This is an optimization exercise on Yosys and OpenROAD, whose aim is small area, a short achievable clock period and few clock cycles per item, not a production implementation. Function was checked by simulation only, so behaviour that the tests miss may differ from the original. Power is estimated from default activity; no workload was simulated.

==> job 7501 <==
==> flow/design.v <==
`default_nettype none
module sorted_priority_queue (
    input  logic        clk,
    input  logic        rst_n,
    input  logic        in_valid,
    output logic        in_ready,
    input  logic [2:0]  func,
    input  logic [15:0] tag,
    input  logic [15:0] prio,
    input  logic [15:0] high_bound,
    output logic        out_valid,
    input  logic        out_ready,
    output logic [2:0]  status,
    output logic [15:0] out_tag,
    output logic [15:0] out_prio,
    output logic [4:0]  removed,
    output logic [4:0]  count
);
    localparam int N = 16;
    localparam logic [2:0] FN_ENQ    = 3'd0;
    localparam logic [2:0] FN_DEQ    = 3'd1;
    localparam logic [2:0] FN_PEEK   = 3'd2;
    localparam logic [2:0] FN_GET    = 3'd3;
    localparam logic [2:0] FN_CHANGE = 3'd4;
    localparam logic [2:0] FN_RANGE  = 3'd5;
    localparam logic [2:0] FN_CLEAR  = 3'd6;
    localparam logic [2:0] ST_OK       = 3'd0;
    localparam logic [2:0] ST_TAKEN    = 3'd1;
    localparam logic [2:0] ST_EMPTY    = 3'd2;
    localparam logic [2:0] ST_NOTFOUND = 3'd3;
    localparam logic [2:0] ST_FULL     = 3'd4;
    localparam logic [2:0] ST_AMBIG    = 3'd5;
    function automatic logic [1:0] cmp16(input logic [15:0] a, input logic [15:0] b);
        logic [15:0] g1, e1;
        logic [7:0]  g2, e2;
        logic [3:0]  g3, e3;
        logic [1:0]  g4, e4;
        g1 = a & ~b;
        e1 = ~(a ^ b);
        for (int j = 0; j < 8; j++)
        begin
            g2[j] = g1[2*j+1] | (e1[2*j+1] & g1[2*j]);
            e2[j] = e1[2*j+1] & e1[2*j];
        end
        for (int j = 0; j < 4; j++)
        begin
            g3[j] = g2[2*j+1] | (e2[2*j+1] & g2[2*j]);
            e3[j] = e2[2*j+1] & e2[2*j];
        end
        for (int j = 0; j < 2; j++)
        begin
            g4[j] = g3[2*j+1] | (e3[2*j+1] & g3[2*j]);
            e4[j] = e3[2*j+1] & e3[2*j];
        end
        cmp16 = {g4[1] | (e4[1] & g4[0]), e4[1] & e4[0]};
    endfunction
    function automatic logic [4:0] therm_count(input logic [N-1:0] t);
        logic [4:0] c;
        c[4] = t[15];
        c[3] = t[7] & ~t[15];
        c[2] = (t[3] & ~t[7]) | (t[11] & ~t[15]);
        c[1] = '0;
        c[0] = '0;
        for (int j = 0; j < 4; j++)
            c[1] = c[1] | (t[4*j+1] & ~t[4*j+3]);
        for (int j = 0; j < 8; j++)
            c[0] = c[0] | (t[2*j] & ~t[2*j+1]);
        therm_count = c;
    endfunction
    logic         e_v, e_r0;
    logic         d_enq, d_deq, d_pk, d_get, d_chg, d_rng, d_clr;
    logic [15:0]  e_t, e_p;     
    logic [N-1:0] c_gt, c_eq, c_te;
    logic [15:0]  st [N];
    logic [15:0]  sp [N];
    logic [N-1:0] sv;
    logic [4:0]   cnt;
    logic [N-1:0] rmask;
    logic [4:0]   e_bin, ce;
    logic [3:0]   kleft;
    logic         busy;
    logic        o_v;
    logic [2:0]  o_st;
    logic [15:0] o_t, o_p;
    logic [4:0]  o_rem, o_cnt;
    assign out_valid = o_v;
    assign status    = o_st;
    assign out_tag   = o_t;
    assign out_prio  = o_p;
    assign removed   = o_rem;
    assign count     = o_cnt;
    logic ex0, ex, exb, acc;
    logic e_v_n, e_r0_n, busy_n, exb_n;
    assign ex0      = e_r0 && !busy;
    assign ex       = exb && (!o_v || out_ready);
    assign in_ready = !e_v || ex;
    assign acc      = in_valid && in_ready;
    always_comb
    begin
        e_v_n  = acc ? 1'b1 : (ex ? 1'b0 : e_v);
        e_r0_n = acc ? (func == FN_RANGE) : (ex0 ? 1'b0 : e_r0);
        if (ex && d_rng)
            busy_n = (k > 5'd1);
        else if (busy)
            busy_n = (kleft != 4'd1);
        else
            busy_n = 1'b0;
        exb_n = e_v_n && !busy_n && !e_r0_n;
    end
    logic [N-1:0] pre, fm;
    logic         none, one;
    always_comb
    begin
        logic [7:0] a1, o1;
        logic [3:0] a2, o2;
        logic [1:0] a3, o3;
        pre[0] = c_te[0];
        for (int i = 1; i < N; i++)
            pre[i] = pre[i-1] | c_te[i];
        fm[0] = c_te[0];
        for (int i = 1; i < N; i++)
            fm[i] = c_te[i] & ~pre[i-1];
        for (int j = 0; j < 8; j++)
        begin
            a1[j] = c_te[2*j] | c_te[2*j+1];
            o1[j] = c_te[2*j] ^ c_te[2*j+1];
        end
        for (int j = 0; j < 4; j++)
        begin
            a2[j] = a1[2*j] | a1[2*j+1];
            o2[j] = (o1[2*j] & ~a1[2*j+1]) | (o1[2*j+1] & ~a1[2*j]);
        end
        for (int j = 0; j < 2; j++)
        begin
            a3[j] = a2[2*j] | a2[2*j+1];
            o3[j] = (o2[2*j] & ~a2[2*j+1]) | (o2[2*j+1] & ~a2[2*j]);
        end
        none = ~(a3[0] | a3[1]);
        one  = (o3[0] & ~a3[1]) | (o3[1] & ~a3[0]);
    end
    logic taken, full, empty;
    assign taken = |c_eq;
    assign full  = sv[N-1];
    assign empty = ~sv[0];
    logic [15:0] lk_p;
    always_comb
    begin
        lk_p = '0;
        for (int i = 0; i < N; i++)
            lk_p = lk_p | (sp[i] & {16{fm[i]}});
    end
    logic [N-1:0] ge;
    logic [4:0]   s_bin, k, rng_cnt;
    logic [5:0]   k6;
    logic         delf;
    always_comb
    begin
        ge      = c_gt | c_eq;
        delf    = |(rmask & ~c_gt);
        s_bin   = therm_count(c_gt);
        k6      = {1'b0, e_bin} - {1'b0, s_bin};
        k       = k6[5] ? 5'd0 : k6[4:0];
        rng_cnt = k6[5] ? cnt : 5'(ce + s_bin);
    end
    logic ok_enq, ok_chg, ins, clr;
    assign ok_enq = !taken && !full;
    assign ok_chg = !taken && one;
    assign ins    = ex && ((d_enq && ok_enq) || (d_chg && ok_chg));
    assign clr    = ex && d_clr;
    logic [N-1:0] A, G;
    always_comb
    begin
        for (int i = 0; i < N; i++)
        begin
            A[i] = (busy && !rmask[i])
                || (ex && d_rng && delf && !c_gt[i])
                || (ex && d_deq && !empty)
                || (ex && d_chg && ok_chg && pre[i]);
            G[i] = (d_chg && pre[i]) ? ((i < N-1) ? c_gt[(i+1)%N] : 1'b0) : c_gt[i];
        end
    end
    logic [N-1:0] up, nw, dn, hd;
    always_comb
    begin
        for (int i = 0; i < N; i++)
        begin
            up[i] = (!ins || G[i]) && A[i];
            nw[i] = ins && !G[i] && ((i == 0) || G[(i+N-1)%N]);
            dn[i] = ins && !G[i] && (i > 0) && !G[(i+N-1)%N] && !A[(i+N-1)%N];
            hd[i] = !(up[i] || nw[i] || dn[i]);
        end
    end
    logic [15:0]  key_p;
    logic [N-1:0] k_gt, k_eq, k_te;
    logic [1:0]   f_pc;
    logic         f_te;
    always_comb
    begin
        key_p = e_r0 ? e_t : prio;
        for (int i = 0; i < N; i++)
        begin
            logic [1:0] r;
            r       = cmp16(sp[i], key_p);
            k_gt[i] = sv[i] & r[1];
            k_eq[i] = sv[i] & r[0];
            k_te[i] = sv[i] & (st[i] == tag);
        end
        f_pc = cmp16(e_p, prio);
        f_te = (e_t == tag);
    end
    logic [N-1:0] s_gt, s_eq, s_te;
    assign s_gt = (acc || ex0) ? k_gt : c_gt;
    assign s_eq = (acc || ex0) ? k_eq : c_eq;
    assign s_te = (acc || ex0) ? k_te : c_te;
    logic [15:0]  st_n [N];
    logic [15:0]  sp_n [N];
    logic [N-1:0] sv_n, gt_n, eq_n, te_n;
    always_comb
    begin
        for (int i = 0; i < N; i++)
        begin
            st_n[i] = ({16{nw[i]}} & e_t)
                    | ({16{up[i]}} & ((i < N-1) ? st[(i+1)%N] : st[i]))
                    | ({16{dn[i]}} & st[(i+N-1)%N])
                    | ({16{hd[i]}} & st[i]);
            sp_n[i] = ({16{nw[i]}} & e_p)
                    | ({16{up[i]}} & ((i < N-1) ? sp[(i+1)%N] : sp[i]))
                    | ({16{dn[i]}} & sp[(i+N-1)%N])
                    | ({16{hd[i]}} & sp[i]);
            sv_n[i] = !clr & (nw[i]
                    | (up[i] & ((i < N-1) ? sv[(i+1)%N] : 1'b0))
                    | (dn[i] & sv[(i+N-1)%N])
                    | (hd[i] & sv[i]));
            gt_n[i] = !clr & ((nw[i] & f_pc[1])
                    | (up[i] & ((i < N-1) ? s_gt[(i+1)%N] : 1'b0))
                    | (dn[i] & s_gt[(i+N-1)%N])
                    | (hd[i] & s_gt[i]));
            eq_n[i] = !clr & ((nw[i] & f_pc[0])
                    | (up[i] & ((i < N-1) ? s_eq[(i+1)%N] : 1'b0))
                    | (dn[i] & s_eq[(i+N-1)%N])
                    | (hd[i] & s_eq[i]));
            te_n[i] = !clr & ((nw[i] & f_te)
                    | (up[i] & ((i < N-1) ? s_te[(i+1)%N] : 1'b0))
                    | (dn[i] & s_te[(i+N-1)%N])
                    | (hd[i] & s_te[i]));
        end
    end
    logic [2:0]  res_st;
    logic [15:0] res_t, res_p;
    logic [4:0]  res_rem, cnt_n;
    always_comb
    begin
        res_st  = ST_OK;
        res_t   = '0;
        res_p   = '0;
        res_rem = '0;
        cnt_n   = cnt;
        if (d_enq)
        begin
            if (taken)
                res_st = ST_TAKEN;
            else if (full)
                res_st = ST_FULL;
            else
                cnt_n = cnt + 5'd1;
        end
        if (d_deq || d_pk)
        begin
            if (empty)
                res_st = ST_EMPTY;
            else
            begin
                res_t = st[0];
                res_p = sp[0];
                if (d_deq)
                    cnt_n = cnt - 5'd1;
            end
        end
        if (d_get)
        begin
            if (none)
                res_st = ST_NOTFOUND;
            else
                res_p = lk_p;
        end
        if (d_chg)
        begin
            if (taken)
                res_st = ST_TAKEN;
            else if (!none && !one)
                res_st = ST_AMBIG;
            else if (none)
                res_st = ST_NOTFOUND;
        end
        if (d_rng)
        begin
            res_rem = k;
            cnt_n   = rng_cnt;
        end
        if (d_clr)
        begin
            res_rem = cnt;
            cnt_n   = '0;
        end
    end
    always_ff @(posedge clk or negedge rst_n)
    begin
        if (!rst_n)
        begin
            e_v   <= 1'b0;
            e_r0  <= 1'b0;
            sv    <= '0;
            cnt   <= '0;
            kleft <= '0;
            busy  <= 1'b0;
            exb   <= 1'b0;
            o_v   <= 1'b0;
        end
        else
        begin
            e_v  <= e_v_n;
            busy <= busy_n;
            exb  <= exb_n;
            e_r0 <= e_r0_n;
            sv <= sv_n;
            if (ex)
                cnt <= cnt_n;
            if (ex && d_rng)
                kleft <= (k == '0) ? 4'd0 : 4'(k - 5'd1);
            else if (busy)
                kleft <= kleft - 4'd1;
            if (ex)
                o_v <= 1'b1;
            else if (out_ready)
                o_v <= 1'b0;
        end
    end
    always_ff @(posedge clk)
    begin
        if (acc)
        begin
            d_enq <= (func == FN_ENQ);
            d_deq <= (func == FN_DEQ);
            d_pk  <= (func == FN_PEEK);
            d_get <= (func == FN_GET);
            d_chg <= (func == FN_CHANGE);
            d_rng <= (func == FN_RANGE);
            d_clr <= (func == FN_CLEAR);
            e_t <= (func == FN_RANGE) ? high_bound : tag;
            e_p <= prio;
        end
        c_gt <= gt_n;
        c_eq <= eq_n;
        c_te <= te_n;
        if (ex0)
        begin
            rmask <= ge;
            e_bin <= therm_count(ge);
            ce    <= cnt - therm_count(ge);
        end
        else if (ex && d_rng)
        begin
            rmask <= c_gt;
        end
        for (int i = 0; i < N; i++)
        begin
            st[i] <= st_n[i];
            sp[i] <= sp_n[i];
        end
        if (ex)
        begin
            o_st  <= res_st;
            o_t   <= res_t;
            o_p   <= res_p;
            o_rem <= res_rem;
            o_cnt <= cnt_n;
        end
    end
endmodule
`default_nettype wire
==> flow/run.sh <==
#!/bin/bash
# synth_recipe.tcl (not shown) runs the flow's synth.tcl, then flattens the netlist and writes it again
# the make line also repeats each setting of config.mk as NAME=value (left out here)
make -C /OpenROAD-flow-scripts/flow DESIGN_CONFIG=/design/flow/config.mk WORK_HOME=/design/flow/orfs CLKGATE_MAP_FILE= SYNTH_SCRIPT=/design/flow/synth_recipe.tcl finish
==> flow/config.mk <==
export PLATFORM = sky130hd
export DESIGN_NAME = sorted_priority_queue
export DESIGN_NICKNAME = sorted_priority_queue
export VERILOG_FILES = /design/flow/design.v
export SDC_FILE = /design/flow/constraint.sdc
export NUM_CORES = 4
export LEC_CHECK = 0
export CAP_MARGIN = 5
export CORE_MARGIN = 2
export CORE_UTILIZATION = 50
export SETUP_SLACK_MARGIN = 2.8
export SLEW_MARGIN = 5
==> flow/constraint.sdc <==
create_clock -name core_clock -period 6.0 [get_ports {clk}]
set_input_delay 1.2000 -clock core_clock [delete_from_list [all_inputs] [get_ports {clk}]]
set_output_delay 1.2000 -clock core_clock [all_outputs]
set_load 0.01 [all_outputs]
==> job 7265 (differences from job 7501) <==
--- a/flow/config.mk
+++ b/flow/config.mk
@@ -7,6 +7,6 @@
 export LEC_CHECK = 0
-export CAP_MARGIN = 5
+export CAP_MARGIN = 20
 export CORE_MARGIN = 2
-export CORE_UTILIZATION = 50
-export SETUP_SLACK_MARGIN = 2.8
-export SLEW_MARGIN = 5
+export CORE_UTILIZATION = 55
+export SETUP_SLACK_MARGIN = 2.85
+export SLEW_MARGIN = 20
==> job 4043 (differences from job 7501) <==
--- a/flow/config.mk
+++ b/flow/config.mk
@@ -10,3 +10,3 @@
 export CORE_UTILIZATION = 50
-export SETUP_SLACK_MARGIN = 2.8
+export SETUP_SLACK_MARGIN = 2.95
 export SLEW_MARGIN = 5
==> run notes <==
metric	job 7501	job 4043	job 7265
Run status	finished clean	finished clean	finished clean
Start of the worst register-to-register path	e_r0	e_r0	c_eq[13]
Final wirelength	220000 um	237000 um	219000 um
Ratio of cells with drive above 1 in the final layout	20.7%	27.5%	22.2%
Wirelength per Cell	36.8 um	38.5 um	37.5 um
FF-to-FF path depth	14	14	11
DR WL met3	31100 um	35900 um	32800 um
Number of combinational gates with multiple inputs	3308	3312	3301
CORE AREA	0.0849 mm^2	0.0849 mm^2	0.0772 mm^2
Max-Slew Margin vs Limit	11.3%	22.9%	18.3%
Switching component of the power	13.6 mW	15.0 mW	13.3 mW
Internal power consumption	14.9 mW	16.8 mW	14.7 mW
Fill cell instance count of the final layout	7075	6623	5938
Resized cells post-CTS	329	569	356
Placed standard-cell area	0.0457 mm^2	0.0458 mm^2	0.0456 mm^2
Worst Tran Pin Value	1330 ps	1160 ps	1230 ps
Proportion of cell area occupied by registers	28.7%	26.6%	28.5%
Testbench counts of job 7501, summed over its fixed seeds: cycles 17,117, ops 16,000.
Testbench counts of job 7265, summed over its fixed seeds: cycles 17,117, ops 16,000.
Testbench counts of job 4043, summed over its fixed seeds: cycles 17,117, ops 16,000.

static timing again, ports no longer ideal:
How much do the figures lean on ideal ports? The routed layouts below were timed once more, with nothing changed but the port constraints. Step 1 sets driving cells, clkbuf_16 on the clock port and buf_2 on the other inputs (assumed; they add their load-dependent delay and slew). Step 2 times the ports against the registers' clock, not the clock port: input delays grow and output delays shrink by t, the midpoint of the rising clock arrivals with the driver on. Three values: ideal ports, drivers, drivers and shift; two values: the first two.
run	t (ns)	setup slack, ns	slew at the worst register clock pin (ns)	worst slew at a driven data input, ns	pins driven straight from the clock port
job 7501	0.734	2.687 / 2.687 / 2.072	0.07 / 0.07	0.04	1
job 7265	0.735	2.547 / 2.547 / 2.015	0.07 / 0.07	0.05	1
job 4043	0.762	2.532 / 2.532 / 1.915	0.07 / 0.07	0.04	1
After both steps every run listed still meets setup and hold. The setup slack of job 4043, which loses most, moves by 0.000 ns with the drivers and by -0.617 ns with both steps.
